Source: an optimization exercise on an open RTL-to-GDS flow (aim: small area). Production flows keep margins and buffers that such runs may drop.
Function was checked by simulation only, so behaviour that the tests miss may differ from the original.
Power figures rest on the tool's default switching activity, not on a simulated workload. The clock port is modelled as an ideal driver; clocking choices that lean on that would not hold on a real chip.

==> design.v <==
module neuron_writeback #(
  parameter int LANES = 16,
  parameter int DW    = 16,
  parameter int AW    = 16,
  parameter int ROWS  = 4
) (
  input  logic                  clk,
  input  logic                  reset,
  input  logic [DW-1:0]         neuron_in,
  input  logic                  neuron_valid,
  input  logic                  layer_start,
  input  logic [AW-1:0]         base_addr,
  input  logic                  layer_flush,
  input  logic                  bram_wr_ready,
  output logic                  bram_wr_en,
  output logic [AW-1:0]         bram_wr_addr,
  output logic [LANES*DW-1:0]   bram_wr_data,
  output logic [LANES-1:0]      bram_wr_mask,
  output logic                  busy,
  output logic                  overflow,
  output logic [AW-1:0]         rows_written
);
  localparam int LW = $clog2(LANES);
  localparam int PW = $clog2(ROWS);
  localparam logic [LW-1:0] LAST_LANE = LW'(LANES - 1);
  localparam logic [PW:0]   FIFO_DEPTH = (PW+1)'(ROWS);
  typedef enum logic {IDLE, WRITE} state_t;
  state_t                state, state_n;
  logic [LW-1:0]         lane_cnt;
  logic [LANES*DW-1:0]   pack_data;
  logic [LANES-1:0]      pack_mask;
  logic [AW-1:0]         row_cnt;
  logic [AW-1:0]         base_r;
  logic                  overflow_r;
  logic [AW-1:0]         rows_r;
  logic [LANES*DW-1:0]   mem_data [ROWS];
  logic [AW-1:0]         mem_addr [ROWS];
  logic [LANES-1:0]      mem_mask [ROWS];
  logic [PW:0]           wr_ptr, rd_ptr;
  logic [PW:0]           count, count_n;
  logic                  empty, full;
  logic [LW-1:0]         lane_eff;
  logic [LANES-1:0]      mask_eff;
  logic [AW-1:0]         row_eff;
  logic [AW-1:0]         base_eff;
  logic [LANES*DW-1:0]   data_n;
  logic [LANES-1:0]      mask_n;
  logic                  row_done;
  logic                  push;
  logic                  push_ok;
  logic                  drop;
  logic                  pop;
  logic [LANES*DW-1:0]   push_data;
  logic [AW-1:0]         push_addr;
  assign count = wr_ptr - rd_ptr;
  assign empty = (count == '0);
  assign full  = (count == FIFO_DEPTH);
  always_comb begin
    lane_eff = layer_start ? '0 : lane_cnt;
    mask_eff = layer_start ? '0 : pack_mask;
    row_eff  = layer_start ? '0 : row_cnt;
    base_eff = layer_start ? base_addr : base_r;
    data_n   = pack_data;
    mask_n   = mask_eff;
    if (neuron_valid) begin
      data_n[lane_eff*DW +: DW] = neuron_in;
      mask_n[lane_eff]          = 1'b1;
    end
    row_done = neuron_valid && (lane_eff == LAST_LANE);
    push     = row_done || (layer_flush && (mask_n != '0));
    for (int i = 0; i < LANES; i++) begin
      push_data[i*DW +: DW] = mask_n[i] ? data_n[i*DW +: DW] : '0;
    end
    push_addr = base_eff + row_eff;
  end
  assign pop     = bram_wr_en && bram_wr_ready;
  assign push_ok = push && (!full || pop);
  assign drop    = push && full && !pop;
  assign count_n = count + (PW+1)'(push_ok) - (PW+1)'(pop);
  always_ff @(posedge clk) begin
    if (reset) begin
      lane_cnt   <= '0;
      pack_data  <= '0;
      pack_mask  <= '0;
      row_cnt    <= '0;
      base_r     <= '0;
      overflow_r <= 1'b0;
      rows_r     <= '0;
    end else begin
      pack_data <= data_n;
      base_r    <= base_eff;
      if (push) begin
        lane_cnt  <= '0;
        pack_mask <= '0;
        row_cnt   <= row_eff + AW'(1);
      end else begin
        lane_cnt  <= lane_eff + LW'(neuron_valid);
        pack_mask <= mask_n;
        row_cnt   <= row_eff;
      end
      overflow_r <= (layer_start ? 1'b0 : overflow_r) | drop;
      rows_r     <= (layer_start ? '0 : rows_r) + AW'(pop);
    end
  end
  always_ff @(posedge clk) begin
    if (reset) begin
      wr_ptr <= '0;
      rd_ptr <= '0;
    end else begin
      if (push_ok) wr_ptr <= wr_ptr + 1'b1;
      if (pop)     rd_ptr <= rd_ptr + 1'b1;
    end
  end
  always_ff @(posedge clk) begin
    if (push_ok) begin
      mem_data[wr_ptr[PW-1:0]] <= push_data;
      mem_addr[wr_ptr[PW-1:0]] <= push_addr;
      mem_mask[wr_ptr[PW-1:0]] <= mask_n;
    end
  end
  always_ff @(posedge clk) begin
    if (reset) state <= IDLE;
    else       state <= state_n;
  end
  always_comb begin
    state_n = state;
    case (state)
      IDLE:    if (!empty || push_ok) state_n = WRITE;
      WRITE:   if (pop && (count_n == '0)) state_n = IDLE;
      default: state_n = IDLE;
    endcase
  end
  always_comb begin
    bram_wr_en   = (state == WRITE);
    bram_wr_addr = '0;
    bram_wr_data = '0;
    bram_wr_mask = '0;
    if (bram_wr_en) begin
      bram_wr_addr = mem_addr[rd_ptr[PW-1:0]];
      bram_wr_data = mem_data[rd_ptr[PW-1:0]];
      bram_wr_mask = mem_mask[rd_ptr[PW-1:0]];
    end
    busy         = (lane_cnt != '0) || !empty;
    overflow     = overflow_r;
    rows_written = rows_r;
  end
endmodule
==> run.sh <==
#!/bin/bash
# synth_recipe.tcl (not shown) runs the flow's synth.tcl, then flattens the netlist and writes it again
# the make line also repeats each setting of config.mk as NAME=value (left out here)
make -C /OpenROAD-flow-scripts/flow DESIGN_CONFIG=/design/flow/config.mk WORK_HOME=/design/flow/orfs CLKGATE_MAP_FILE= SYNTH_SCRIPT=/design/flow/synth_recipe.tcl finish
==> config.mk <==
export PLATFORM = sky130hd
export DESIGN_NAME = neuron_writeback
export DESIGN_NICKNAME = neuron_writeback
export VERILOG_FILES = /design/flow/design.v
export SDC_FILE = /design/flow/constraint.sdc
export NUM_CORES = 4
export LEC_CHECK = 0
export CAP_MARGIN = 20
export CORE_MARGIN = 2
export CORE_UTILIZATION = 30
export SLEW_MARGIN = 20
==> constraint.sdc <==
create_clock -name core_clock -period 6.0 [get_ports {clk}]
set_input_delay 1.2000 -clock core_clock [delete_from_list [all_inputs] [get_ports {clk}]]
set_output_delay 1.2000 -clock core_clock [all_outputs]
set_load 0.01 [all_outputs]
==> results of run 1 <==
-- worst max-delay path, stage by stage, from the launching register on --
cell                              delay [ps]
sky130_fd_sc_hd__dfxtp_4                 920
sky130_fd_sc_hd__buf_12                  480
sky130_fd_sc_hd__mux4_2                  620
sky130_fd_sc_hd__and2_1                  190
sky130_fd_sc_hd__clkdlybuf4s50_1         480
-- synth_stat cells, types with 13 or more instances --
master	instances	area, um2
sky130_fd_sc_hd__mux2i_1	54	541
sky130_fd_sc_hd__ha_1	34	425
sky130_fd_sc_hd__mux2_2	17	191
sky130_fd_sc_hd__nand3_1	25	125
sky130_fd_sc_hd__dfxtp_1	334	6690
sky130_fd_sc_hd__a22oi_1	77	578
sky130_fd_sc_hd__xnor2_1	16	140
sky130_fd_sc_hd__and3_1	23	144
sky130_fd_sc_hd__nor2b_1	39	244
sky130_fd_sc_hd__a32oi_1	128	1120
sky130_fd_sc_hd__a21oi_1	33	165
sky130_fd_sc_hd__buf_1	47	176
sky130_fd_sc_hd__inv_1	41	154
sky130_fd_sc_hd__clkbuf_1	176	661
sky130_fd_sc_hd__nand2_1	37	139
sky130_fd_sc_hd__and2_1	292	1830
sky130_fd_sc_hd__mux4_2	288	6490
sky130_fd_sc_hd__edfxtp_1	1152	34600
sky130_fd_sc_hd__nor3_1	18	90.1
sky130_fd_sc_hd__o21ai_0	13	65.1
sky130_fd_sc_hd__nor2_1	580	2180
-- registers in the layout (all words and copies together) (netlist names), named ones only --
name / cells
overflow_r: 1
base_r: 16
wr_ptr: 3
state: 1
mem_mask: 64
pack_data: 256
lane_cnt: 4
row_cnt: 16
rows_r: 16
pack_mask: 16
mem_addr: 64
rd_ptr: 3
mem_data: 1024
-- routing by layer --
metal | vias up | routed length [um]
met2 | 1115 | 79300
met5 | - | 0
met3 | 230 | 11000
met1 | 16800 | 63500
li1 | 14300 | -
met4 | 0 | 5560
-- final timing paths --
check / endpoint / slack [ps] / cells past startpoint
min: pack_data[9]$_SDFF_PP0_ / 470 / 2
min reg2reg: pack_data[9]$_SDFF_PP0_ / 470 / 2
max reg2reg: state$_SDFF_PP0_ / 1580 / 19
max: bram_wr_data[192] / 1210 / 4
-- cells in the final DEF, fill, tap and decap left out, types with 12 or more instances in the layout --
cell | synthesis | routed
sky130_fd_sc_hd__a22oi_2 | 0 | 13
sky130_fd_sc_hd__clkbuf_8 | 0 | 24
sky130_fd_sc_hd__buf_4 | 2 | 62
sky130_fd_sc_hd__xnor2_1 | 16 | 16
sky130_fd_sc_hd__a22oi_1 | 77 | 64
sky130_fd_sc_hd__inv_1 | 41 | 41
sky130_fd_sc_hd__o21ai_0 | 13 | 13
sky130_fd_sc_hd__a21oi_1 | 33 | 33
sky130_fd_sc_hd__a32oi_1 | 128 | 128
sky130_fd_sc_hd__nor2_1 | 580 | 576
sky130_fd_sc_hd__clkbuf_1 | 176 | 45
sky130_fd_sc_hd__buf_12 | 0 | 24
sky130_fd_sc_hd__dfxtp_1 | 334 | 331
sky130_fd_sc_hd__nor2b_1 | 39 | 38
sky130_fd_sc_hd__and2_1 | 292 | 288
sky130_fd_sc_hd__mux2i_1 | 54 | 54
sky130_fd_sc_hd__mux2_2 | 17 | 17
sky130_fd_sc_hd__nor3_1 | 18 | 18
sky130_fd_sc_hd__clkinv_2 | 0 | 26
sky130_fd_sc_hd__mux4_2 | 288 | 288
sky130_fd_sc_hd__nor2_2 | 10 | 12
sky130_fd_sc_hd__and3_1 | 23 | 20
sky130_fd_sc_hd__edfxtp_1 | 1152 | 1152
sky130_fd_sc_hd__clkdlybuf4s50_1 | 0 | 326
sky130_fd_sc_hd__buf_2 | 7 | 16
sky130_fd_sc_hd__nand3_1 | 25 | 25
sky130_fd_sc_hd__nand2_1 | 37 | 37
sky130_fd_sc_hd__clkbuf_16 | 0 | 156
sky130_fd_sc_hd__ha_1 | 34 | 34
-- power breakdown --
| group | switching [mW] | internal (mW) |
|---|---|---|
| clock network | 4.00 | 5.23 |
| logic | 2.04 | 1.92 |
| registers | 0.189 | 11.3 |
-- metrics by stage --
step	setup TNS (ps)	utilization (%)	instances
after global routing	0	36.2	6575
after global placement	0	33.6	6287
final	0	36.2	6577
after floorplan	-1105890	-	3566
after CTS	0	36.2	6573
after detailed placement	0	33.6	6291
-- logic make-up (layout without fill, tap and decap cells) --
logic type | Yosys count | count (layout) | synth area share [%]
muxes | 365 | 365 | 12.6
buffers and inverters | 278 | 760 | 1.86
adders and majority gates | 37 | 37 | 0.838
other | 0 | 3 | 0
and+or+nand+nor | 1078 | 1078 | 8.95
xor gates and xnor gates | 28 | 28 | 0.436
DFF | 1486 | 1486 | 71.3
AOI/OAI and AO/OA | 294 | 294 | 4.03
-- cell type report --
class / instances / area (um2) / area share [%]
Multi-Input combinational cell: 1802 / 15700 / 22.5
Timing Repair Buffer: 434 / 4360 / 6.27
Inverter: 44 / 165 / 0.237
Sequential cell: 1486 / 41300 / 59.4
Clock inverter: 56 / 502 / 0.721
Antenna cell: 3 / 7.51 / 0.0108
Tap cell: 2526 / 3160 / 4.54
Clock buffer: 226 / 4410 / 6.34
==> results.rst, run 1 <==
.. list-table::
   :header-rows: 1

   * - Metric
     - Value
   * - Met3 Usage GRT
     - 3.26%
   * - Arrival time at the worst endpoint
     - 3590 ps
   * - Post-CTS setup repair buffer count
     - 0
   * - Data required time of the worst path
     - 4800 ps
   * - Reg clk slew, reported paths
     - 60 ps
   * - Synthesized flop and latch total
     - 1486
   * - Detailed-route via count
     - 32400
   * - Maximum count of clock buffers along a single path
     - 3
   * - Iter 0 DRT Violations
     - 3183
   * - Critical hold path startpoint
     - pack_data[9]$_SDFF_PP0_
   * - Final net count
     - 3993
   * - PwrDens
     - 355 nW/um2
   * - RSZ-0062 raised after global routing
     - false
   * - Non-Filler Cell Area, Final
     - 69600 um2
   * - Post-DR vias/cell
     - 4.93
   * - Detailed placement HPWL
     - 96800 um
   * - Synthesized cell area
     - 57900 um2
   * - Worst slack, placed
     - 477 ps
   * - TritonCTS clock tree
     - done
   * - Post-synthesis average cell area
     - 16.2 um2
   * - Pin count of the biggest net entering global routing
     - 173
   * - Count of cell types in the netlist
     - 71
   * - Overall die height
     - 443 um
   * - Proportion of register bits with asynchronous set or reset after synthesis
     - 0%
   * - Floorplan die width
     - 443 um
   * - Final routed wire length divided by cell count
     - 24.2 um
   * - Skew-Pair Late Insertion Delay
     - 790 ps
   * - Post-Syn Instances
     - 3566
   * - First-pass GRT wire length
     - 229000 um
   * - Layout Skew
     - 35.4 ps
   * - Antenna violations before repair
     - 19
   * - Total Power
     - 24.7 mW
   * - Upper clock frequency limit
     - 209 MHz
   * - Top Ports
     - 345
   * - Placer congestion estimate
     - 0.759
   * - Aggregate routed wire length
     - 159000 um
   * - Antenna Violating Nets Remaining
     - 0
   * - Hold WS
     - 474 ps
   * - Synthesized netlist net count
     - 3641
   * - Final routed DRC violation total
     - 0
   * - Number of sinks handled by clock tree synthesis
     - 1486
   * - Status
     - no timing/DRC/antenna violations
   * - Cell Area, Placed
     - 64600 um2
   * - Headroom to the max-slew limit
     - 23.9%
   * - Total gr overflow
     - 0
   * - Core area
     - 192000 um2
   * - Max H-tree Level
     - 4
   * - Setup-violating endpoint count in the final report
     - 0
   * - Floorplan die area
     - 197000 um2
   * - Pins Over Slew Limit
     - 0
   * - Syn-to-layout area delta
     - 20.1%
   * - Post-layout min period
     - 4790 ps
   * - Root buffer cell
     - sky130_fd_sc_hd__clkbuf_16
   * - Worst-Margin Slew
     - 1140 ps
   * - Placement row count
     - 161
   * - Post_cts resized
     - 0
   * - Number of enable flip-flop cells after synthesis
     - 1152
   * - Sequential-to-total area share from yosys stat
     - 71.3%
   * - Type of the setup path with the least slack
     - register to output port
   * - Post-CTS Hold Fix Bufs
     - 0
   * - Share of final-layout standard cells stronger than drive strength 1
     - 17.4%
   * - Type of the worst min-delay path
     - register to register
   * - Most congested layer reported by global routing
     - met2
   * - Share of the cycle needed by the critical path after routing
     - 79.8%
   * - Fraction of met2 tracks used by global routing
     - 26.8%
   * - Global-route track usage on met1
     - 20.2%
   * - Leakage Power
     - 23.0 nW
   * - Via count of the first global-routing pass
     - 32500
   * - Synth Flop Type
     - sky130_fd_sc_hd__edfxtp_1
   * - Layout filler cell count
     - 18100
   * - Port buffer count
     - 344
   * - Syn. warnings
     - 1
   * - Reg-to-Reg Start
     - lane_cnt[0]$_SDFF_PP0_
   * - Total iterations of the first detailed-routing run
     - 5
   * - Final setup slack of the worst path
     - 1210 ps
   * - CTS buffer count
     - 150
   * - Total track usage
     - 16.0%
   * - Setup crit end kind
     - output port
   * - Kind of start point of the critical path
     - register
   * - Count of endpoints failing hold in the final timing report
     - 0
   * - Initial standard-cell utilization of the core
     - 30.1%
   * - CP max FO
     - 57
   * - Worst-case vdd ir drop
     - 0.000289 V
   * - Max Cap Violations
     - 0
==> run 2, diff against run 1 <==
==> design.v (replaced) <==
module neuron_writeback #(
  parameter int LANES = 16,
  parameter int DW    = 16,
  parameter int AW    = 16,
  parameter int ROWS  = 4
) (
  input  logic                  clk,
  input  logic                  reset,
  input  logic [DW-1:0]         neuron_in,
  input  logic                  neuron_valid,
  input  logic                  layer_start,
  input  logic [AW-1:0]         base_addr,
  input  logic                  layer_flush,
  input  logic                  bram_wr_ready,
  output logic                  bram_wr_en,
  output logic [AW-1:0]         bram_wr_addr,
  output logic [LANES*DW-1:0]   bram_wr_data,
  output logic [LANES-1:0]      bram_wr_mask,
  output logic                  busy,
  output logic                  overflow,
  output logic [AW-1:0]         rows_written
);
  localparam int LW    = $clog2(LANES);
  localparam int PW    = $clog2(ROWS);
  localparam int SLOTS = ROWS + 1;
  localparam int SW    = $clog2(SLOTS);
  localparam logic [LW-1:0] LAST_LANE  = LW'(LANES - 1);
  localparam logic [PW:0]   FIFO_DEPTH = (PW+1)'(ROWS);
  localparam logic [SW-1:0] LAST_SLOT  = SW'(SLOTS - 1);
  logic [LW-1:0]         lane_cnt;
  logic [AW-1:0]         addr_r;       
  logic                  overflow_r;
  logic [AW-1:0]         rows_r;
  logic [DW-1:0]         slot_data [SLOTS][LANES];
  logic [SW-1:0]         wr_slot, rd_slot;
  logic [AW-1:0]         meta_addr [ROWS];
  logic [LW-1:0]         meta_last [ROWS];   
  logic [PW-1:0]         wr_ptr, rd_ptr;
  logic [PW:0]           count;
  logic                  empty, full;
  logic [LW-1:0]         lane_eff;
  logic [AW-1:0]         addr_eff;
  logic [LW-1:0]         last_n;
  logic                  row_done;
  logic                  push;
  logic                  push_ok;
  logic                  drop;
  logic                  pop;
  assign empty = (count == '0);
  assign full  = (count == FIFO_DEPTH);
  assign lane_eff = layer_start ? '0 : lane_cnt;
  assign addr_eff = layer_start ? base_addr : addr_r;
  assign row_done = neuron_valid && (lane_eff == LAST_LANE);
  assign push     = row_done || (layer_flush && (neuron_valid || (lane_eff != '0)));
  assign last_n   = neuron_valid ? lane_eff : lane_eff - LW'(1);
  assign pop     = bram_wr_en && bram_wr_ready;
  assign push_ok = push && (!full || pop);
  assign drop    = push && full && !pop;
  always_ff @(posedge clk) begin
    if (reset) begin
      lane_cnt   <= '0;
      addr_r     <= '0;
      overflow_r <= 1'b0;
      rows_r     <= '0;
    end else begin
      if (push) begin
        lane_cnt <= '0;
        addr_r   <= addr_eff + AW'(1);
      end else begin
        lane_cnt <= lane_eff + LW'(neuron_valid);
        addr_r   <= addr_eff;
      end
      overflow_r <= (layer_start ? 1'b0 : overflow_r) | drop;
      rows_r     <= (layer_start ? '0 : rows_r) + AW'(pop);
    end
  end
  always_ff @(posedge clk) begin
    if (reset) begin
      wr_slot <= '0;
      rd_slot <= '0;
      wr_ptr  <= '0;
      rd_ptr  <= '0;
      count   <= '0;
    end else begin
      if (push_ok) begin
        wr_slot <= (wr_slot == LAST_SLOT) ? '0 : wr_slot + SW'(1);
        wr_ptr  <= wr_ptr + PW'(1);
      end
      if (pop) begin
        rd_slot <= (rd_slot == LAST_SLOT) ? '0 : rd_slot + SW'(1);
        rd_ptr  <= rd_ptr + PW'(1);
      end
      count <= count + (PW+1)'(push_ok) - (PW+1)'(pop);
    end
  end
  always_ff @(posedge clk) begin
    for (int s = 0; s < SLOTS; s++)
      for (int i = 0; i < LANES; i++)
        if (neuron_valid && (wr_slot == SW'(s)) && (lane_eff == LW'(i)))
          slot_data[s][i] <= neuron_in;
  end
  always_ff @(posedge clk) begin
    if (push_ok) begin
      meta_addr[wr_ptr] <= addr_eff;
      meta_last[wr_ptr] <= last_n;
    end
  end
  logic [LW-1:0]         head_last;
  logic [LANES-1:0]      head_mask;
  logic [SLOTS-1:0]      rd_oh;
  logic [LANES-1:0]      sel [SLOTS];
  always_comb begin
    head_last = meta_last[rd_ptr];
    for (int i = 0; i < LANES; i++)
      head_mask[i] = (LW'(i) <= head_last);
    for (int s = 0; s < SLOTS; s++) begin
      rd_oh[s] = (rd_slot == SW'(s));
      sel[s]   = rd_oh[s] ? head_mask : '0;
    end
    for (int i = 0; i < LANES; i++) begin
      bram_wr_data[i*DW +: DW] = '0;
      for (int s = 0; s < SLOTS; s++)
        bram_wr_data[i*DW +: DW] = bram_wr_data[i*DW +: DW] |
                                   (slot_data[s][i] & {DW{sel[s][i]}});
    end
    bram_wr_en   = !empty;
    bram_wr_addr = meta_addr[rd_ptr];
    bram_wr_mask = head_mask;
    busy         = (lane_cnt != '0) || !empty;
    overflow     = overflow_r;
    rows_written = rows_r;
  end
endmodule
==> run 2 against run 1 <==
Net effect: critical path depth is 4 higher; setup slack worse by 890 ps; register-to-register slack better by 1100 ps; first-iteration DRC count is 22% higher; design area is 8.0% lower; core utilization is 0.62 points higher; sequential power is 5% lower; critical path type unchanged; power is 3.2% higher; clock power is 3.3% lower; worst hold slack better by 43 ps; combinational power is 41% higher; largest cell class unchanged.
==> results.rst, run 2 <==
.. list-table::
   :header-rows: 1

   * - Metric
     - Value
   * - Status
     - no timing/DRC/antenna violations (unchanged)
   * - Post-synthesis average cell area
     - 17.1 um2 (was 16.2 um2)
   * - Total iterations of the first detailed-routing run
     - 9 (was 5)
   * - Number of sinks handled by clock tree synthesis
     - 1412 (was 1486)
   * - Antenna violations before repair
     - 11 (was 19)
   * - Pin count of the biggest net entering global routing
     - 116 (was 173)
   * - Overall die height
     - 422 um (was 443 um)
   * - Leakage Power
     - 20.3 nW (was 23.0 nW)
   * - Maximum count of clock buffers along a single path
     - 3 (unchanged)
   * - Commonest non-fill, non-tap cells in the layout
     - sky130_fd_sc_hd__edfxtp_1 (1360), sky130_fd_sc_hd__clkdlybuf4s50_1 (326), sky130_fd_sc_hd__nand2_1 (245) (was sky130_fd_sc_hd__edfxtp_1 (1152), sky130_fd_sc_hd__nor2_1 (576), sky130_fd_sc_hd__dfxtp_1 (331))
   * - Synthesized flop and latch total
     - 1412 (was 1486)
   * - Root buffer cell
     - sky130_fd_sc_hd__clkbuf_16 (unchanged)
   * - First-pass GRT wire length
     - 219000 um (was 229000 um)
   * - Placer congestion estimate
     - 0.736 (was 0.759)
   * - Max Cap Violations
     - 0 (unchanged)
   * - Core area
     - 174000 um2 (was 192000 um2)
   * - Post-CTS Hold Fix Bufs
     - 0 (unchanged)
   * - Share of Yosys cell area claimed by the top area cell type
     - 77.8% (was 59.7%)
   * - CTS buffer count
     - 150 (unchanged)
   * - Setup slack on the worst flop-to-flop path
     - 2690 ps (was 1580 ps)
   * - Total Power
     - 25.5 mW (was 24.7 mW)
   * - Max FFs per register
     - 1280 (was 1024)
   * - Most frequent standard cell in the layout excluding fill and tap cells
     - sky130_fd_sc_hd__edfxtp_1 (unchanged)
   * - Final net count
     - 3565 (was 3993)
   * - Post-DR vias/cell
     - 5.19 (was 4.93)
   * - Sequential-to-total area share from yosys stat
     - 79.8% (was 71.3%)
   * - Final routed wire length divided by cell count
     - 26.0 um (was 24.2 um)
   * - PwrDens
     - 398 nW/um2 (was 355 nW/um2)
   * - Worst-Margin Slew
     - 1150 ps (was 1140 ps)
   * - Setup crit end kind
     - output port (unchanged)
   * - Proportion of register bits with asynchronous set or reset after synthesis
     - 0% (unchanged)
   * - Skew-Pair Late Insertion Delay
     - 780 ps (was 790 ps)
   * - Cell type with the highest aggregate area in the netlist
     - sky130_fd_sc_hd__edfxtp_1 (unchanged)
   * - Arrival time at the worst endpoint
     - 4480 ps (was 3590 ps)
   * - Initial standard-cell utilization of the core
     - 30.2% (was 30.1%)
   * - Type of the worst min-delay path
     - register to register (unchanged)
   * - Aggregate negative setup slack
     - 0 ps (unchanged)
   * - Non-Filler Cell Area, Final
     - 64000 um2 (was 69600 um2)
   * - Type of the setup path with the least slack
     - register to output port (unchanged)
   * - Via count of the first global-routing pass
     - 30300 (was 32500)
   * - Floorplan die area
     - 178000 um2 (was 197000 um2)
   * - Final standard cell utilization of the core
     - 36.8% (was 36.2%)
   * - Total track usage
     - 16.8% (was 16.0%)
   * - Antenna Violating Nets Remaining
     - 0 (unchanged)
   * - Port buffer count
     - 343 (was 344)
   * - Cell Area, Placed
     - 59200 um2 (was 64600 um2)
   * - Floorplan die width
     - 422 um (was 443 um)
   * - Setup-violating endpoint count in the final report
     - 0 (unchanged)
   * - Area occupied by registers
     - 41900 um2 (was 41300 um2)
   * - Headroom to the max-slew limit
     - 23.5% (was 23.9%)
   * - RSZ-0062 raised after global routing
     - false (unchanged)
   * - Kind of start point of the critical path
     - register (unchanged)
   * - Syn-to-layout area delta
     - 22.0% (was 20.1%)
   * - Count of cell types in the netlist
     - 68 (was 71)
   * - Upper clock frequency limit
     - 176 MHz (was 209 MHz)
   * - Layout filler cell count
     - 16300 (was 18100)
   * - Post-Syn Instances
     - 3064 (was 3566)
   * - Pins Over Slew Limit
     - 0 (unchanged)
   * - Post-CTS setup repair buffer count
     - 0 (unchanged)
   * - Max H-tree Level
     - 4 (unchanged)
   * - Number of placed cells counting well taps
     - 5678 (was 6291)
   * - Total gr overflow
     - 0 (unchanged)
   * - Top Ports
     - 345 (unchanged)
   * - Synthesized netlist net count
     - 3122 (was 3641)
   * - Post-layout min period
     - 5680 ps (was 4790 ps)
   * - Combined area of the multi-input logic cells
     - 9670 um2 (was 15700 um2)
   * - Filler-free cell count of the finished design
     - 5957 (was 6577)
   * - Placement row count
     - 153 (was 161)
   * - Data required time of the worst path
     - 4800 ps (about the same)
   * - Layout Skew
     - 35.7 ps (was 35.4 ps)
   * - Share of final-layout standard cells stronger than drive strength 1
     - 13.1% (was 17.4%)
   * - Worst-case vdd ir drop
     - 0.000264 V (was 0.000289 V)
   * - Syn. warnings
     - 3 (was 1)
   * - Reg clk slew, reported paths
     - 60 ps (about the same)
   * - Aggregate routed wire length
     - 155000 um (was 159000 um)
   * - CP max FO
     - 57 (unchanged)
   * - TritonCTS clock tree
     - done (unchanged)
   * - Share of the cycle needed by the critical path after routing
     - 94.7% (was 79.8%)
   * - Synthesized cell area
     - 52500 um2 (was 57900 um2)
   * - Detailed placement HPWL
     - 90400 um (was 96800 um)
   * - Count of endpoints failing hold in the final timing report
     - 0 (unchanged)
   * - Final routed DRC violation total
     - 0 (unchanged)
   * - Post_cts resized
     - 0 (unchanged)
   * - Synth Flop Type
     - sky130_fd_sc_hd__edfxtp_1 (unchanged)
   * - Leading cell type by number of instances after synthesis
     - sky130_fd_sc_hd__edfxtp_1 (unchanged)
   * - Detailed-route via count
     - 30900 (was 32400)
   * - Iter 0 DRT Violations
     - 3884 (was 3183)
   * - Leading post-synthesis cells by cell area
     - sky130_fd_sc_hd__edfxtp_1 (78%), sky130_fd_sc_hd__a222oi_1 (3.4%), sky130_fd_sc_hd__a22oi_1 (2.4%), sky130_fd_sc_hd__dfxtp_1 (2.0%), sky130_fd_sc_hd__a22o_1 (1.9%) (was sky130_fd_sc_hd__edfxtp_1 (60%), sky130_fd_sc_hd__dfxtp_1 (12%), sky130_fd_sc_hd__mux4_2 (11%), sky130_fd_sc_hd__nor2_1 (3.8%), sky130_fd_sc_hd__and2_1 (3.2%))
   * - Number of enable flip-flop cells after synthesis
     - 1360 (was 1152)
   * - Leading post-synthesis cells by instance count
     - sky130_fd_sc_hd__edfxtp_1 (1360), sky130_fd_sc_hd__nand2_1 (245), sky130_fd_sc_hd__nor2_1 (200) (was sky130_fd_sc_hd__edfxtp_1 (1152), sky130_fd_sc_hd__nor2_1 (580), sky130_fd_sc_hd__dfxtp_1 (334))
-- run 2: cell types whose count changed after synthesis, moves of 117 or more --
cell and delta:
sky130_fd_sc_hd__nor2_1 -380, sky130_fd_sc_hd__and2_1 -282, sky130_fd_sc_hd__dfxtp_1 -282, sky130_fd_sc_hd__mux4_2 -269, sky130_fd_sc_hd__edfxtp_1 +208, sky130_fd_sc_hd__nand2_1 +208
sky130_fd_sc_hd__a222oi_1 +176, sky130_fd_sc_hd__a32oi_1 -128, sky130_fd_sc_hd__a21oi_1 +117
-- run 2: layout make-up --
cell class	instances	area share, %
Sequential cell	1412	65.4
Antenna cell	7	0.0274
Multi-Input combinational cell	1414	15.1
Tap cell	2325	4.54
Timing Repair Buffer	492	7.29
Inverter	37	0.231
Clock inverter	82	1.17
Clock buffer	188	6.20
-- run 2: worst max-delay path: stages, from the launching register on --
cell and delay (ps):
sky130_fd_sc_hd__dfxtp_1 370, sky130_fd_sc_hd__inv_1 180, sky130_fd_sc_hd__ha_4 680, sky130_fd_sc_hd__nor2b_4 600
sky130_fd_sc_hd__buf_12 250, sky130_fd_sc_hd__buf_4 340, sky130_fd_sc_hd__a22oi_1 110, sky130_fd_sc_hd__a31oi_1 410
sky130_fd_sc_hd__clkdlybuf4s50_1 640
-- run 2: metrics by stage --
step / hold slack, ps / setup slack, ps
after floorplan: 469 / 2470
after global placement: 500 / 1140
after detailed placement: 508 / 1170
after CTS: 516 / 216
after global routing: 548 / 131
final: 517 / 317
-- run 2: final timing paths --
| check | end | depth (start not counted) | startpoint |
|---|---|---|---|
| max | bram_wr_data[210] | 8 | rd_slot[0]$_SDFFE_PP0P_ |
| min | wr_slot[0]$_SDFFE_PP0P_ | 2 | wr_slot[0]$_SDFFE_PP0P_ |
| max reg2reg | count[2]$_SDFF_PP0_ | 13 | lane_cnt[1]$_SDFF_PP0_ |
| min reg2reg | wr_slot[0]$_SDFFE_PP0P_ | 2 | wr_slot[0]$_SDFFE_PP0P_ |
-- run 2: layer usage --
layer	track usage, %	vias up	routed length, um
met2	28.2	1257	76900
li1	-	13300	-
met4	4.40	6	2840
met3	2.71	166	9560
met1	22.5	16200	65300
met5	0	-	45
-- run 2: cell families after synthesis --
group                      count (synthesis)  share of synthesized area (%)
other                                      1                        0.00715
xor gates and xnor gates                  22                          0.367
adders and majority gates                 20                          0.491
and+or+nand+nor                          558                           4.56
buffers and inverters                    238                           1.89
DFF                                     1412                           79.8
muxes                                     73                           1.95
AOI/OAI and AO/OA                        740                           10.9
-- run 2: where the power goes --
part	switching (mW)	total [mW]	internal [mW]
clock	3.89	8.93	5.04
combinational	3.27	5.59	2.32
sequential	0.0529	10.9	10.9
total	7.21	25.5	18.2
==> run 3, diff against run 2 <==
--- a/design.v
+++ b/design.v
@@ -111,2 +111,10 @@
   logic [LANES-1:0]      sel [SLOTS];
+  for (genvar i = 0; i < LANES; i++) begin : g_rd
+    nw_lane_rd #(.DW(DW)) u_rd (
+      .d0(slot_data[0][i]), .d1(slot_data[1][i]), .d2(slot_data[2][i]),
+      .d3(slot_data[3][i]), .d4(slot_data[4][i]),
+      .s({sel[4][i], sel[3][i], sel[2][i], sel[1][i], sel[0][i]}),
+      .q(bram_wr_data[i*DW +: DW])
+    );
+  end
   always_comb begin
@@ -118,8 +126,2 @@
       sel[s]   = rd_oh[s] ? head_mask : '0;
-    end
-    for (int i = 0; i < LANES; i++) begin
-      bram_wr_data[i*DW +: DW] = '0;
-      for (int s = 0; s < SLOTS; s++)
-        bram_wr_data[i*DW +: DW] = bram_wr_data[i*DW +: DW] |
-                                   (slot_data[s][i] & {DW{sel[s][i]}});
     end
@@ -133 +135,11 @@
 endmodule
+module nw_lane_rd #(
+  parameter int DW = 16
+) (
+  input  logic [DW-1:0] d0, d1, d2, d3, d4,
+  input  logic [4:0]    s,
+  output logic [DW-1:0] q
+);
+  assign q = (d0 & {DW{s[0]}}) | (d1 & {DW{s[1]}}) | (d2 & {DW{s[2]}}) |
+             (d3 & {DW{s[3]}}) | (d4 & {DW{s[4]}});
+endmodule
==> flow/run.sh (new file) <==
#!/bin/bash
# Standard ORFS layout with two changes to how cells are chosen:
#  - port buffers use the smallest buffer (buf_1) instead of the resizer's default pick
#  - CTS clusters up to 30 sinks per clkbuf_16 leaf buffer and adds no dummy loads
set -euo pipefail
export BUFFER_PORTS_ARGS="-buffer_cell sky130_fd_sc_hd__buf_1"
export CTS_ARGS="-sink_clustering_enable -repair_clock_nets -dont_use_dummy_load -buf_list sky130_fd_sc_hd__clkbuf_16 -sink_clustering_size 30 -sink_clustering_max_diameter 100"
bash standard.sh finish > standard.log 2>&1
==> standard.sh (new file) <==
#!/bin/bash
# synth_recipe.tcl (not shown) runs the flow's synth.tcl, then flattens the netlist and writes it again
# the make line also repeats each setting of config.mk as NAME=value (left out here)
make -C /OpenROAD-flow-scripts/flow DESIGN_CONFIG=/design/flow/config.mk WORK_HOME=/design/flow/orfs CLKGATE_MAP_FILE= SYNTH_SCRIPT=/design/flow/synth_recipe.tcl "${@:-finish}"
--- a/config.mk
+++ b/config.mk
@@ -9,3 +9,5 @@
 export CORE_MARGIN = 2
-export CORE_UTILIZATION = 30
+export CORE_UTILIZATION = 40
 export SLEW_MARGIN = 20
+export SYNTH_HIERARCHICAL = 1
+export SYNTH_MINIMUM_KEEP_SIZE = 0
removed: run.sh
==> run 3 against run 2 <==
Net effect: routed wire length decreased by 9.0%; combinational power decreased by about 30%; largest cell class unchanged; setup slack improved by 360 ps; core utilization increased by 7.7 points; sequential cell count unchanged; sequential power about the same; first-iteration DRC count increased by 8.3%; synthesized cell count decreased by 7.1%; worst hold slack got worse by 12 ps; power decreased by 24%.
==> results.rst, run 3 <==
.. list-table::
   :header-rows: 1

   * - Metric
     - Value
   * - Max H-tree Level
     - 2 (was 4)
   * - TritonCTS clock tree
     - done (unchanged)
   * - Pins Over Slew Limit
     - 0 (unchanged)
   * - Maximum count of clock buffers along a single path
     - 3 (unchanged)
   * - Syn-to-layout area delta
     - 10.3% (was 22.0%)
   * - Total iterations of the first detailed-routing run
     - 9 (unchanged)
   * - Antenna violations before repair
     - 6 (was 11)
   * - Detailed-route via count
     - 28400 (was 30900)
   * - Total gr overflow
     - 0 (unchanged)
   * - Count of endpoints failing hold in the final timing report
     - 0 (unchanged)
   * - Combinational share of power
     - 20.3% (was 21.9%)
   * - Max Cap Violations
     - 0 (unchanged)
   * - Upper clock frequency limit
     - 188 MHz (was 176 MHz)
   * - Layout filler cell count
     - 11100 (was 16300)
   * - Share of the cycle needed by the critical path after routing
     - 88.7% (was 94.7%)
   * - Placer congestion estimate
     - 0.796 (was 0.736)
   * - Kind of start point of the critical path
     - register (unchanged)
   * - Type of the worst min-delay path
     - register to register (unchanged)
   * - Switching component of the power
     - 5.54 mW (was 7.21 mW)
   * - Share of Yosys cell area claimed by the top area cell type
     - 79.4% (was 77.8%)
   * - Data required time of the worst path
     - 4800 ps (about the same)
   * - Count of cell types in the netlist
     - 66 (was 68)
   * - Headroom to the max-slew limit
     - 24.9% (was 23.5%)
   * - Synth Flop Type
     - sky130_fd_sc_hd__edfxtp_1 (unchanged)
   * - Post-CTS setup repair buffer count
     - 0 (unchanged)
   * - Floorplan die width
     - 363 um (was 422 um)
   * - PwrDens
     - 339 nW/um2 (was 398 nW/um2)
   * - Post-synthesis average cell area
     - 18.1 um2 (was 17.1 um2)
   * - Total track usage
     - 20.8% (was 16.8%)
   * - Detailed placement HPWL
     - 85000 um (was 90400 um)
   * - Antenna Violating Nets Remaining
     - 0 (unchanged)
   * - Cell-internal power
     - 13.7 mW (was 18.2 mW)
   * - Post-layout min period
     - 5320 ps (was 5680 ps)
   * - Post-DR vias/cell
     - 5.75 (was 5.19)
   * - Overall die height
     - 363 um (was 422 um)
   * - CP max FO
     - 20 (was 57)
   * - Leading post-synthesis cells by instance count
     - sky130_fd_sc_hd__edfxtp_1 (1360), sky130_fd_sc_hd__nand2_1 (302), sky130_fd_sc_hd__a22oi_1 (257) (was sky130_fd_sc_hd__edfxtp_1 (1360), sky130_fd_sc_hd__nand2_1 (245), sky130_fd_sc_hd__nor2_1 (200))
   * - Port buffer count
     - 343 (unchanged)
   * - Cell type with the highest aggregate area in the netlist
     - sky130_fd_sc_hd__edfxtp_1 (unchanged)
   * - Aggregate negative setup slack
     - 0 ps (unchanged)
   * - Floorplan die area
     - 131000 um2 (was 178000 um2)
   * - Status
     - no timing/DRC/antenna violations (unchanged)
   * - Final standard cell utilization of the core
     - 44.5% (was 36.8%)
   * - Initial standard-cell utilization of the core
     - 40.3% (was 30.2%)
   * - Final setup slack of the worst path
     - 680 ps (was 317 ps)
   * - Final routed wire length divided by cell count
     - 28.5 um (was 26.0 um)
   * - Layout Skew
     - 60.1 ps (was 35.7 ps)
   * - Worst-case vdd ir drop
     - 0.000238 V (was 0.000264 V)
   * - Share of total power in sequential cells
     - 56.7% (was 43.0%)
   * - Max FFs per register
     - 1280 (unchanged)
   * - Post-CTS Hold Fix Bufs
     - 0 (unchanged)
   * - Cell Area, Placed
     - 55300 um2 (was 59200 um2)
   * - RSZ-0062 raised after global routing
     - false (unchanged)
   * - Leakage Power
     - 18.0 nW (was 20.3 nW)
   * - Leading cell type by number of instances after synthesis
     - sky130_fd_sc_hd__edfxtp_1 (unchanged)
   * - Setup-violating endpoint count in the final report
     - 0 (unchanged)
   * - Placement row count
     - 131 (was 153)
   * - Final routed DRC violation total
     - 0 (unchanged)
   * - Share of final-layout standard cells stronger than drive strength 1
     - 9.47% (was 13.1%)
   * - Proportion of register bits with asynchronous set or reset after synthesis
     - 0% (unchanged)
   * - Number of enable flip-flop cells after synthesis
     - 1360 (unchanged)
   * - Post-Syn Instances
     - 2846 (was 3064)
   * - Sequential-to-total area share from yosys stat
     - 81.4% (was 79.8%)
   * - Reg clk slew, reported paths
     - 120 ps (was 60 ps)
   * - Iter 0 DRT Violations
     - 4206 (was 3884)
   * - Critical hold path startpoint
     - rd_slot[1]$_SDFFE_PP0P_ (was wr_slot[0]$_SDFFE_PP0P_)
   * - First-pass GRT wire length
     - 198000 um (was 219000 um)
   * - Arrival time at the worst endpoint
     - 4120 ps (was 4480 ps)
   * - Worst slack, placed
     - 1390 ps (was 1170 ps)
   * - Worst-Margin Slew
     - 1130 ps (was 1150 ps)
   * - Skew-Pair Late Insertion Delay
     - 710 ps (was 780 ps)
   * - Setup crit end kind
     - output port (unchanged)
   * - Root buffer cell
     - sky130_fd_sc_hd__clkbuf_16 (unchanged)
   * - Reg-to-Reg Start
     - lane_cnt[1]$_SDFF_PP0_ (unchanged)
   * - Top Ports
     - 345 (unchanged)
   * - CTS buffer count
     - 55 (was 150)
   * - Aggregate routed wire length
     - 141000 um (was 155000 um)
   * - Leading post-synthesis cells by cell area
     - sky130_fd_sc_hd__edfxtp_1 (79%), sky130_fd_sc_hd__a222oi_1 (5.0%), sky130_fd_sc_hd__a22oi_1 (3.8%), sky130_fd_sc_hd__nand2_1 (2.2%), sky130_fd_sc_hd__dfxtp_1 (2.0%) (was sky130_fd_sc_hd__edfxtp_1 (78%), sky130_fd_sc_hd__a222oi_1 (3.4%), sky130_fd_sc_hd__a22oi_1 (2.4%), sky130_fd_sc_hd__dfxtp_1 (2.0%), sky130_fd_sc_hd__a22o_1 (1.9%))
   * - Post_cts resized
     - 0 (unchanged)
   * - Via count of the first global-routing pass
     - 27400 (was 30300)
   * - Final net count
     - 3334 (was 3565)
   * - Type of the setup path with the least slack
     - register to output port (unchanged)
   * - Pin count of the biggest net entering global routing
     - 81 (was 116)
   * - Commonest non-fill, non-tap cells in the layout
     - sky130_fd_sc_hd__edfxtp_1 (1360), sky130_fd_sc_hd__buf_1 (325), sky130_fd_sc_hd__nand2_1 (302) (was sky130_fd_sc_hd__edfxtp_1 (1360), sky130_fd_sc_hd__clkdlybuf4s50_1 (326), sky130_fd_sc_hd__nand2_1 (245))
   * - Synthesized cell area
     - 51400 um2 (was 52500 um2)
   * - Number of sinks handled by clock tree synthesis
     - 1412 (unchanged)
   * - Synthesized netlist net count
     - 2904 (was 3122)
   * - Most frequent standard cell in the layout excluding fill and tap cells
     - sky130_fd_sc_hd__edfxtp_1 (unchanged)
   * - Synthesized flop and latch total
     - 1412 (unchanged)
   * - Core area
     - 128000 um2 (was 174000 um2)
   * - Syn. warnings
     - 11 (was 3)
   * - Proportion of total power due to net switching
     - 28.8% (was 28.3%)
   * - Clock share of power
     - 22.9% (was 35.1%)
   * - Non-Filler Cell Area, Final
     - 56700 um2 (was 64000 um2)
==> run 3: cell types whose count changed after synthesis, sizes merged, moves of 56 or more <==
cell    before  now
clkbuf     161   45
a222oi     176  256
a21oi      152   17
a22oi      165  257
a31oi       71    0
a22o       111    0
buf         40   96
==> run 3: path summary, 6_finish.rpt <==
path	end	slack, ps	depth (start not counted)
max	bram_wr_data[43]	680	9
min	rd_slot[1]$_SDFFE_PP0P_	500	2
max reg2reg	count[2]$_SDFF_PP0_	2660	12
min reg2reg	rd_slot[1]$_SDFFE_PP0P_	500	2
==> run 3: worst max-delay path, cell delays in order (launching register included) <==
cell	delay, ps
sky130_fd_sc_hd__dfxtp_1	350
sky130_fd_sc_hd__buf_4	330
sky130_fd_sc_hd__mux2i_2	710
sky130_fd_sc_hd__nor2_2	190
sky130_fd_sc_hd__inv_2	160
sky130_fd_sc_hd__nor2_1	140
sky130_fd_sc_hd__nor2_2	830
sky130_fd_sc_hd__a222oi_1	280
sky130_fd_sc_hd__nand2_1	240
sky130_fd_sc_hd__buf_1	210
==> run 3: metrics by stage <==
stage | total power, mW | instances | hold slack, ps
after CTS | 19.4 | 4934 | 505
after detailed placement | 15.1 | 4879 | 489
after floorplan | 13.3 | 2846 | 465
after global routing | 20.0 | 4936 | 530
final | 19.2 | 4937 | 505
after global placement | 15.1 | 4878 | 480
==> run 3: final cells by class <==
| cell class | count | area, um2 | share of cell area [%] |
|---|---|---|---|
| sequential | 1412 | 41900 | 73.8 |
| multi-input combinational | 1250 | 8530 | 15.0 |
| timing repair buffer | 514 | 2680 | 4.73 |
| tap | 1662 | 2080 | 3.67 |
| clock buffer | 55 | 1380 | 2.43 |
| inverter | 43 | 161 | 0.285 |
| antenna | 1 | 2.50 | 0.00441 |
==> run 3: metal layers <==
metal	vias to the layer above	GRT usage (%)	wire [um]
li1	12400	-	-
met1	14700	28.7	58000
met2	1190	33.7	67100
met3	149	4.39	12300
met4	0	5.43	3410
met5	-	0	0
==> run 3: power by group through the flow <==
stage               Clock, mW  Sequential, mW  Combinational (mW)
CTS                      4.54            10.9                3.97
floorplan                   0            11.1                2.18
global route             4.82            10.9                4.23
global placement            0            11.1                3.93
detailed placement          0            11.1                3.96
finish                   4.41            10.9                3.91
==> run 3: kinds of logic after synthesis <==
group                    share of synthesized area (%)
multiplexers                                      1.35
XOR/XNOR                                         0.460
flip-flops                                        81.4
AO/OA/AOI/OAI                                     9.33
AND/OR/NAND/NOR                                   4.86
buffers and inverters                             2.08
other                                          0.00729
adder cells (fa/ha/maj)                          0.501
==> run 4, diff against run 3 <==
--- a/design.v
+++ b/design.v
@@ -95,7 +95,14 @@
   end
-  always_ff @(posedge clk) begin
+  logic [LANES-1:0] lane_we [SLOTS];
+  always_comb
     for (int s = 0; s < SLOTS; s++)
       for (int i = 0; i < LANES; i++)
-        if (neuron_valid && (wr_slot == SW'(s)) && (lane_eff == LW'(i)))
-          slot_data[s][i] <= neuron_in;
+        lane_we[s][i] = neuron_valid && (wr_slot == SW'(s)) && (lane_eff == LW'(i));
+  for (genvar s = 0; s < SLOTS; s++) begin : g_slot
+    for (genvar i = 0; i < LANES; i++) begin : g_lane
+      nw_hold_reg #(.W(DW)) u_reg (
+        .clk(clk), .load(lane_we[s][i]), .keep(!lane_we[s][i]),
+        .d(neuron_in), .q(slot_data[s][i])
+      );
+    end
   end
@@ -145 +152,13 @@
 endmodule
+module nw_hold_reg #(
+  parameter int W = 16
+) (
+  input  logic         clk,
+  input  logic         load,
+  input  logic         keep,
+  input  logic [W-1:0] d,
+  output logic [W-1:0] q
+);
+  always_ff @(posedge clk)
+    q <= (d & {W{load}}) | (q & {W{keep}});
+endmodule
--- a/config.mk
+++ b/config.mk
@@ -9,3 +9,3 @@
 export CORE_MARGIN = 2
-export CORE_UTILIZATION = 40
+export CORE_UTILIZATION = 55
 export SLEW_MARGIN = 20
==> run 4 against run 3 <==
Net effect: core utilization grew 12 points; clock power grew 1%; sequential cell count is the same; critical path depth shrank 1; fmax shrank 6.8%; combinational power shrank 37%; still clean on timing, DRC and antenna; largest power group unchanged; routed wire length grew 19%; sequential power shrank 9%; area after synthesis grew 4.6%.
==> results.rst, run 4 <==
.. list-table::
   :header-rows: 1

   * - Metric
     - Value
   * - Max Cap Violations
     - 0 (unchanged)
   * - Pins Over Slew Limit
     - 0 (unchanged)
   * - Share of Yosys cell area claimed by the top area cell type
     - 49.5% (was 79.4%)
   * - Post-CTS setup repair buffer count
     - 0 (unchanged)
   * - Antenna violations before repair
     - 3 (was 6)
   * - Overall die height
     - 317 um (was 363 um)
   * - Total Power
     - 16.8 mW (was 19.2 mW)
   * - Total track usage
     - 31.7% (was 20.8%)
   * - Cell-internal power
     - 12.0 mW (was 13.7 mW)
   * - Detailed placement HPWL
     - 102000 um (was 85000 um)
   * - Core area
     - 96900 um2 (was 128000 um2)
   * - Leakage Power
     - 21.6 nW (was 18.0 nW)
   * - Final routed DRC violation total
     - 0 (unchanged)
   * - Placer congestion estimate
     - 0.853 (was 0.796)
   * - Port buffer count
     - 343 (unchanged)
   * - Type of the setup path with the least slack
     - register to output port (unchanged)
   * - Share of the cycle needed by the critical path after routing
     - 95.1% (was 88.7%)
   * - Area occupied by registers
     - 29100 um2 (was 41900 um2)
   * - Iter 0 DRT Violations
     - 6048 (was 4206)
   * - Cell Area, Placed
     - 52900 um2 (was 55300 um2)
   * - Count of cell types in the netlist
     - 59 (was 66)
   * - Root buffer cell
     - sky130_fd_sc_hd__clkbuf_16 (unchanged)
   * - Cell type with the highest aggregate area in the netlist
     - sky130_fd_sc_hd__dfxtp_1 (was sky130_fd_sc_hd__edfxtp_1)
   * - Via count of the first global-routing pass
     - 37200 (was 27400)
   * - Count of endpoints failing hold in the final timing report
     - 0 (unchanged)
   * - Upper clock frequency limit
     - 175 MHz (was 188 MHz)
   * - Share of total power in sequential cells
     - 58.9% (was 56.7%)
   * - Combined area of the multi-input logic cells
     - 19800 um2 (was 8530 um2)
   * - CP max FO
     - 17 (was 20)
   * - TritonCTS clock tree
     - done (unchanged)
   * - Synth Flop Type
     - sky130_fd_sc_hd__dfxtp_1 (was sky130_fd_sc_hd__edfxtp_1)
   * - Top Ports
     - 345 (unchanged)
   * - Post-DR vias/cell
     - 6.80 (was 5.75)
   * - Layout Skew
     - 22.3 ps (was 60.1 ps)
   * - Post-CTS Hold Fix Bufs
     - 0 (unchanged)
   * - Post-synthesis average cell area
     - 11.9 um2 (was 18.1 um2)
   * - Floorplan die area
     - 100000 um2 (was 131000 um2)
   * - Post-layout min period
     - 5710 ps (was 5320 ps)
   * - Maximum count of clock buffers along a single path
     - 3 (unchanged)
   * - Leading post-synthesis cells by instance count
     - sky130_fd_sc_hd__dfxtp_1 (1332), sky130_fd_sc_hd__a22o_1 (1280), sky130_fd_sc_hd__nand2_1 (369) (was sky130_fd_sc_hd__edfxtp_1 (1360), sky130_fd_sc_hd__nand2_1 (302), sky130_fd_sc_hd__a22oi_1 (257))
   * - PwrDens
     - 310 nW/um2 (was 339 nW/um2)
   * - Commonest non-fill, non-tap cells in the layout
     - sky130_fd_sc_hd__dfxtp_1 (1331), sky130_fd_sc_hd__a22o_1 (1280), sky130_fd_sc_hd__nand2_1 (369) (was sky130_fd_sc_hd__edfxtp_1 (1360), sky130_fd_sc_hd__buf_1 (325), sky130_fd_sc_hd__nand2_1 (302))
   * - Final routed wire length divided by cell count
     - 28.7 um (was 28.5 um)
   * - Syn-to-layout area delta
     - 0.874% (was 10.3%)
   * - Setup-violating endpoint count in the final report
     - 0 (unchanged)
   * - Post-Syn Instances
     - 4528 (was 2846)
   * - Kind of start point of the critical path
     - register (unchanged)
   * - Layout filler cell count
     - 8398 (was 11100)
   * - RSZ-0062 raised after global routing
     - false (unchanged)
   * - Data required time of the worst path
     - 4800 ps (about the same)
   * - Pin count of the biggest net entering global routing
     - 61 (was 81)
   * - Aggregate negative setup slack
     - 0 ps (unchanged)
   * - Proportion of register bits with asynchronous set or reset after synthesis
     - 0% (unchanged)
   * - Skew-Pair Late Insertion Delay
     - 690 ps (was 710 ps)
   * - Max H-tree Level
     - 2 (unchanged)
   * - Max FFs per register
     - 1280 (unchanged)
   * - Clock share of power
     - 26.5% (was 22.9%)
   * - Leading post-synthesis cells by cell area
     - sky130_fd_sc_hd__dfxtp_1 (50%), sky130_fd_sc_hd__a22o_1 (21%), sky130_fd_sc_hd__buf_6 (7.4%), sky130_fd_sc_hd__a222oi_1 (4.8%), sky130_fd_sc_hd__edfxtp_1 (4.5%) (was sky130_fd_sc_hd__edfxtp_1 (79%), sky130_fd_sc_hd__a222oi_1 (5.0%), sky130_fd_sc_hd__a22oi_1 (3.8%), sky130_fd_sc_hd__nand2_1 (2.2%), sky130_fd_sc_hd__dfxtp_1 (2.0%))
   * - Initial standard-cell utilization of the core
     - 55.6% (was 40.3%)
   * - Synthesized cell area
     - 53800 um2 (was 51400 um2)
   * - Status
     - no timing/DRC/antenna violations (unchanged)
   * - Arrival time at the worst endpoint
     - 4510 ps (was 4120 ps)
   * - Worst-case vdd ir drop
     - 0.000240 V (was 0.000238 V)
   * - Final net count
     - 4604 (was 3334)
   * - Aggregate routed wire length
     - 167000 um (was 141000 um)
   * - Most frequent standard cell in the layout excluding fill and tap cells
     - sky130_fd_sc_hd__dfxtp_1 (was sky130_fd_sc_hd__edfxtp_1)
   * - Detailed-route via count
     - 39600 (was 28400)
   * - Number of enable flip-flop cells after synthesis
     - 80 (was 1360)
   * - Non-Filler Cell Area, Final
     - 54300 um2 (was 56700 um2)
   * - Placement row count
     - 114 (was 131)
   * - Switching component of the power
     - 4.81 mW (was 5.54 mW)
   * - Combinational share of power
     - 14.6% (was 20.3%)
   * - Type of the worst min-delay path
     - register to register (unchanged)
   * - CTS buffer count
     - 53 (was 55)
   * - Number of sinks handled by clock tree synthesis
     - 1412 (unchanged)
   * - Sequential-to-total area share from yosys stat
     - 54.0% (was 81.4%)
   * - Hold WS
     - 482 ps (was 505 ps)
   * - Proportion of total power due to net switching
     - 28.6% (was 28.8%)
   * - Worst-Margin Slew
     - 1170 ps (was 1130 ps)
   * - Total iterations of the first detailed-routing run
     - 8 (was 9)
   * - Synthesized netlist net count
     - 4586 (was 2904)
   * - Setup crit end kind
     - output port (unchanged)
   * - Headroom to the max-slew limit
     - 21.6% (was 24.9%)
   * - Post_cts resized
     - 0 (unchanged)
   * - Syn. warnings
     - 13 (was 11)
   * - Antenna Violating Nets Remaining
     - 0 (unchanged)
   * - Total gr overflow
     - 0 (unchanged)
   * - Floorplan die width
     - 317 um (was 363 um)
   * - First-pass GRT wire length
     - 244000 um (was 198000 um)
   * - Leading cell type by number of instances after synthesis
     - sky130_fd_sc_hd__dfxtp_1 (was sky130_fd_sc_hd__edfxtp_1)
   * - Share of final-layout standard cells stronger than drive strength 1
     - 5.24% (was 9.47%)
   * - Number of placed cells counting well taps
     - 5766 (was 4879)
   * - Reg clk slew, reported paths
     - 120 ps (about the same)
   * - Synthesized flop and latch total
     - 1412 (unchanged)
   * - Filler-free cell count of the finished design
     - 5821 (was 4937)
run 4: cell types whose count changed after synthesis, moves of 5 or more:
cell,before,now
sky130_fd_sc_hd__buf_6,34,355
sky130_fd_sc_hd__nand3_1,19,10
sky130_fd_sc_hd__xnor2_1,17,23
sky130_fd_sc_hd__nor2b_1,16,11
sky130_fd_sc_hd__nor2_1,205,129
sky130_fd_sc_hd__dfxtp_1,52,1332
sky130_fd_sc_hd__clkbuf_1,13,24
sky130_fd_sc_hd__nand2_1,302,369
sky130_fd_sc_hd__a22o_1,0,1280
sky130_fd_sc_hd__inv_1,39,123
sky130_fd_sc_hd__edfxtp_1,1360,80
run 4: layout make-up:
cell class | count | share of cell area (%)
multi-input cells | 2521 | 36.5
clock buffers | 53 | 2.44
inverters | 123 | 0.850
diodes | 1 | 0.00461
well taps | 1276 | 2.94
flip-flops and latches | 1412 | 53.5
repair buffers | 435 | 3.77
run 4: kinds of logic (layout without fill, tap and decap cells):
family	after synthesis	in the layout	share of synthesized area, %
compound gates	1843	1843	29.9
flops	1412	1412	54.0
buf+inv	595	611	9.33
simple gates	584	584	4.48
mux	43	43	1.29
xor+xnor	30	30	0.488
fa+ha+maj	20	20	0.479
other cells	1	2	0.00697
run 4: metrics by stage:
stage	utilization [%]	worst slack (ps)
2_1_floorplan	-	2110
3_3_place_gp	54.6	1300
3_5_place_dp	54.6	1120
4_1_cts	56.0	345
5_1_grt	56.1	182
6_report	56.1	291
run 4: power groups by stage:
stage | clock [mW] | sequential (mW) | combinational [mW]
after floorplan | 0 | 10.1 | 1.46
after global placement | 0 | 10.1 | 2.35
after detailed placement | 0 | 10.1 | 2.38
after CTS | 4.55 | 9.92 | 2.39
after global routing | 4.84 | 9.95 | 2.57
final | 4.47 | 9.93 | 2.45
run 4: worst max-delay path, stage by stage (launching register included):
cell	delay, ps
sky130_fd_sc_hd__dfxtp_2	440
sky130_fd_sc_hd__buf_4	390
sky130_fd_sc_hd__mux4_2	710
sky130_fd_sc_hd__or2_2	380
sky130_fd_sc_hd__nor2_1	650
sky130_fd_sc_hd__nor2_2	350
sky130_fd_sc_hd__a222oi_1	590
sky130_fd_sc_hd__nand2_1	140
sky130_fd_sc_hd__buf_1	160
run 4: worst paths after layout:
check / start / end / slack, ps / cells past startpoint
max: register / bram_wr_data[23] / 290 / 8
max reg2reg: lane_cnt[0]$_SDFF_PP0_ / g_slot[0].g_lane[9].u_reg.q[12]$_DFF_P_ / 2490 / 6
min reg2reg: g_slot[1].g_lane[13].u_reg.q[10]$_DFF_P_ / g_slot[1].g_lane[13].u_reg.q[10]$_DFF_P_ / 480 / 1
min: g_slot[1].g_lane[13].u_reg.q[10]$_DFF_P_ / g_slot[1].g_lane[13].u_reg.q[10]$_DFF_P_ / 480 / 1
run 4: routing by layer:
| layer | vias up | track usage [%] | part of all wire [%] |
|---|---|---|---|
| li1 | 17600 | - | - |
| met1 | 19900 | 46.4 | 44 |
| met2 | 1863 | 46.9 | 44 |
| met3 | 259 | 6.32 | 8.8 |
| met4 | 4 | 10.4 | 3.2 |
| met5 | - | 0 | 0.016 |
==> run 5, diff against run 4 <==
--- a/design.v
+++ b/design.v
@@ -35,4 +35,4 @@
   logic [SW-1:0]         wr_slot, rd_slot;
-  logic [AW-1:0]         meta_addr [ROWS];
-  logic [LW-1:0]         meta_last [ROWS];   
+  logic [ROWS-1:0][AW-1:0] meta_addr;
+  logic [ROWS-1:0][LW-1:0] meta_last;   
   logic [PW-1:0]         wr_ptr, rd_ptr;
@@ -108,7 +108,11 @@
   end
-  always_ff @(posedge clk) begin
-    if (push_ok) begin
-      meta_addr[wr_ptr] <= addr_eff;
-      meta_last[wr_ptr] <= last_n;
-    end
+  logic [ROWS-1:0] meta_we;
+  always_comb
+    for (int r = 0; r < ROWS; r++)
+      meta_we[r] = push_ok && (wr_ptr == PW'(r));
+  for (genvar r = 0; r < ROWS; r++) begin : g_meta
+    nw_hold_reg #(.W(AW+LW)) u_reg (
+      .clk(clk), .load(meta_we[r]), .keep(!meta_we[r]),
+      .d({addr_eff, last_n}), .q({meta_addr[r], meta_last[r]})
+    );
   end
--- a/config.mk
+++ b/config.mk
@@ -9,3 +9,3 @@
 export CORE_MARGIN = 2
-export CORE_UTILIZATION = 55
+export CORE_UTILIZATION = 70
 export SLEW_MARGIN = 20
==> run 5 against run 4 <==
Net effect: first-iteration DRC count grew 8.7%; clock-buffer cell count shrank 1; design area shrank 0.76%; setup slack gained 150 ps; fmax grew 2.6%; critical path depth grew 1; sequential share of layout area shrank 1.1 points; non-clock buffer count is the same; sequential cell count shrank 2; register-to-register slack lost 210 ps; power grew 1.4%; cell count shrank 2.7%; largest power group unchanged; highest routed layer is now met4.
==> results.rst, run 5 <==
.. list-table::
   :header-rows: 1

   * - Metric
     - Value
   * - CP most frequent cell
     - sky130_fd_sc_hd__nand2_1
   * - Share of synthesized cell area in full adder, half adder and majority cells
     - 0.478% (was 0.479%)
   * - Detailed-route via count
     - 40600 (was 39600)
   * - Post-CTS setup repair buffer count
     - 0 (unchanged)
   * - Data required time of the worst path
     - 4800 ps (about the same)
   * - Post-layout min period
     - 5560 ps (was 5710 ps)
   * - Proportion of register bits with asynchronous set or reset after synthesis
     - 0% (unchanged)
   * - Proportion of total power due to net switching
     - 28.6% (about the same)
   * - Post-Synth Simple-Gate Area
     - 4.81% (was 4.48%)
   * - Share of total power in sequential cells
     - 58.7% (was 58.9%)
   * - Via count of the first global-routing pass
     - 37700 (was 37200)
   * - Leading post-synthesis cells by cell area
     - sky130_fd_sc_hd__dfxtp_1 (52%), sky130_fd_sc_hd__a22o_1 (22%), sky130_fd_sc_hd__buf_6 (7.6%), sky130_fd_sc_hd__a222oi_1 (4.8%), sky130_fd_sc_hd__a22oi_1 (3.6%) (was sky130_fd_sc_hd__dfxtp_1 (50%), sky130_fd_sc_hd__a22o_1 (21%), sky130_fd_sc_hd__buf_6 (7.4%), sky130_fd_sc_hd__a222oi_1 (4.8%), sky130_fd_sc_hd__edfxtp_1 (4.5%))
   * - Skew-Pair Late Insertion Delay
     - 680 ps (was 690 ps)
   * - Maximum count of clock buffers along a single path
     - 3 (unchanged)
   * - Number of enable flip-flop cells after synthesis
     - 0 (was 80)
   * - Setup crit end kind
     - output port (unchanged)
   * - Cell Chain, Critical Path
     - inv_1 > ha_1 > nand2_1 > inv_1 > nand2_1 > nor2_1 > a22oi_1 > nand2_1 > buf_1 (was buf_4 > mux4_2 > or2_2 > nor2_1 > nor2_2 > a222oi_1 > nand2_1 > buf_1)
   * - Final routed wire length divided by cell count
     - 27.6 um (was 28.7 um)
   * - Upper clock frequency limit
     - 180 MHz (was 175 MHz)
   * - Initial standard-cell utilization of the core
     - 70.8% (was 55.6%)
   * - CTS buffer count
     - 52 (was 53)
   * - Max H-tree Level
     - 2 (unchanged)
   * - Syn-to-layout area delta
     - -0.0325% (was 0.874%)
   * - TritonCTS clock tree
     - done (unchanged)
   * - Worst-case vdd ir drop
     - 0.000268 V (was 0.000240 V)
   * - CP max FO
     - 17 (unchanged)
   * - Synthesized flop and latch total
     - 1410 (was 1412)
   * - Iter 0 DRT Violations
     - 6572 (was 6048)
   * - Xor/xnor cell area share of the yosys netlist
     - 0.374% (was 0.488%)
   * - Port buffer count
     - 343 (unchanged)
   * - Post-Syn Instances
     - 4637 (was 4528)
   * - Combinational share of power
     - 16.0% (was 14.6%)
   * - RSZ-0062 raised after global routing
     - false (unchanged)
   * - Critical Path Max Stage Delay
     - 910 ps (was 710 ps)
   * - Synthesized cell area
     - 53900 um2 (was 53800 um2)
   * - Final routed DRC violation total
     - 0 (unchanged)
   * - Leading post-synthesis cells by instance count
     - sky130_fd_sc_hd__dfxtp_1 (1410), sky130_fd_sc_hd__a22o_1 (1360), sky130_fd_sc_hd__nand2_1 (370) (was sky130_fd_sc_hd__dfxtp_1 (1332), sky130_fd_sc_hd__a22o_1 (1280), sky130_fd_sc_hd__nand2_1 (369))
   * - Max FFs per register
     - 1280 (unchanged)
   * - Setup-violating endpoint count in the final report
     - 0 (unchanged)
   * - Layout Skew
     - 54.9 ps (was 22.3 ps)
   * - Synthesized-area fraction occupied by ao, oa, aoi and oai cells
     - 31.0% (was 29.9%)
   * - Number of stages on the worst hold path
     - 1 (unchanged)
   * - Share of the cycle needed by the critical path after routing
     - 92.7% (was 95.1%)
   * - Total gr overflow
     - 0 (unchanged)
   * - Share of Yosys cell area claimed by the top area cell type
     - 52.4% (was 49.5%)
   * - Final net count
     - 4695 (was 4604)
   * - Aggregate negative setup slack
     - 0 ps (unchanged)
   * - Antenna violations before repair
     - 0 (was 3)
   * - Worst-Margin Slew
     - 1270 ps (was 1170 ps)
   * - Count of cell types in the netlist
     - 65 (was 59)
   * - Placer congestion estimate
     - 0.880 (was 0.853)
   * - Status
     - no timing/DRC/antenna violations (unchanged)
   * - Pin count of the biggest net entering global routing
     - 67 (was 61)
   * - Top Ports
     - 345 (unchanged)
   * - Cell-internal power
     - 12.2 mW (was 12.0 mW)
   * - Floorplan die width
     - 281 um (was 317 um)
   * - Commonest non-fill, non-tap cells in the layout
     - sky130_fd_sc_hd__dfxtp_1 (1409), sky130_fd_sc_hd__a22o_1 (1360), sky130_fd_sc_hd__nand2_1 (370) (was sky130_fd_sc_hd__dfxtp_1 (1331), sky130_fd_sc_hd__a22o_1 (1280), sky130_fd_sc_hd__nand2_1 (369))
   * - Cell type with the highest aggregate area in the netlist
     - sky130_fd_sc_hd__dfxtp_1 (unchanged)
   * - Total iterations of the first detailed-routing run
     - 8 (unchanged)
   * - Combinational family with the most area after synthesis
     - compound AO/OA/AOI/OAI gates (unchanged)
   * - Most frequent standard cell in the layout excluding fill and tap cells
     - sky130_fd_sc_hd__dfxtp_1 (unchanged)
   * - Kind of start point of the critical path
     - register (unchanged)
   * - Synthesized netlist net count
     - 4695 (was 4586)
   * - # diodes
     - 0 (was 1)
   * - Post-synthesis average cell area
     - 11.6 um2 (was 11.9 um2)
   * - Type of the setup path with the least slack
     - register to output port (unchanged)
   * - Placement row count
     - 101 (was 114)
   * - Detailed placement HPWL
     - 95500 um (was 102000 um)
   * - Post-CTS Hold Fix Bufs
     - 0 (unchanged)
run 5: cell families after synthesis:
family                   count (synthesis)
other                                    1
multiplexers                            46
XOR/XNOR                                23
AO/OA/AOI/OAI                         1919
adder cells (fa/ha/maj)                 20
flip-flops                            1410
AND/OR/NAND/NOR                        594
buffers and inverters                  624
run 5: layer usage:
layer	track usage [%]	share of wire, %	routed length (um)	vias to the layer above
li1	-	-	-	17900
met1	52.9	41	64300	20100
met2	57.7	45	70000	2291
met3	5.33	9.2	14400	359
met4	16.9	4.9	7670	0
met5	0	0	0	-
run 5: path summary, 6_finish.rpt:
check | from | to | slack (ps)
worst min register to register | g_meta[2].u_reg.q[16]$_DFF_P_ | g_meta[2].u_reg.q[16]$_DFF_P_ | 480
worst max-delay path | rd_slot[0]$_SDFFE_PP0P_ | bram_wr_data[254] | 440
worst max register to register | lane_cnt[0]$_SDFF_PP0_ | g_slot[3].g_lane[3].u_reg.q[0]$_DFF_P_ | 2280
worst min-delay path | g_meta[2].u_reg.q[16]$_DFF_P_ | g_meta[2].u_reg.q[16]$_DFF_P_ | 480
run 5: metrics by stage:
step / instance area [um2] / cells / setup slack (ps) / util, % / hold slack [ps]
finish: 53900 / 5665 / 437 / 70.8 / 477
floorplan: 53900 / 4637 / 2510 / - / 434
detailed placement: 52500 / 5609 / 1280 / 69.0 / 450
global placement: 52500 / 5609 / 1340 / 69.0 / 446
CTS: 53800 / 5661 / 567 / 70.7 / 478
global route: 53900 / 5665 / 302 / 70.8 / 484
run 5: layout make-up:
class / count / area, um2
well taps: 1030 / 1290
inverters: 135 / 507
clock buffers: 52 / 1300
multi-input cells: 2603 / 20500
flip-flops and latches: 1410 / 28200
fillers: 5765 / 22200
repair buffers: 435 / 2040
run 5: power groups by stage:
stage | Combinational (mW) | Clock, mW | Sequential, mW
final | 2.74 | 4.32 | 10.0
after global routing | 2.86 | 4.66 | 10.1
after CTS | 2.64 | 4.36 | 10.0
after detailed placement | 2.64 | 0 | 10.2
after global placement | 2.59 | 0 | 10.2
after floorplan | 1.71 | 0 | 10.1
run 5: worst reg2reg max path, cell delays in order, from the launching register on:
cell                      delay [ps]
sky130_fd_sc_hd__dfxtp_1         670
sky130_fd_sc_hd__nor2b_1         370
sky130_fd_sc_hd__nand2_1         130
sky130_fd_sc_hd__nor3_1          800
sky130_fd_sc_hd__nand2_1         740
sky130_fd_sc_hd__inv_1           720
sky130_fd_sc_hd__a22o_1          260

separate check: timing with driven ports:
The results above use ideal ports. As a check the final layouts listed here were re-extracted and re-timed, cells and wires unchanged. Step 1, drivers: a clkbuf_16 drives clk and a buf_2 each remaining input, both assumed. Step 2 also shifts input and output timing later by t, the mid clock arrival at the registers, as if the neighbouring blocks saw the same clock. a / b / c = no drivers / after step 1 / after step 2; a / b = the first two.
| run | t (ns) | slack for setup (ns) | worst data-port slew with drivers (ns) |
|---|---|---|---|
| run 1 | 0.858 | 1.211 / 1.134 / 0.429 | 0.11 |
| run 2 | 0.837 | 0.317 / 0.247 / 1.084 | 0.12 |
| run 3 | 0.734 | 0.680 / 0.613 / 1.347 | 0.07 |
| run 4 | 0.755 | 0.291 / 0.219 / 0.974 | 0.09 |
| run 5 | 0.720 | 0.437 / 0.363 / 1.083 | 0.08 |
After both steps every run listed still meets setup and hold. The setup slack of run 1, which loses most, moves by -0.077 ns with the drivers and by -0.782 ns with both steps.
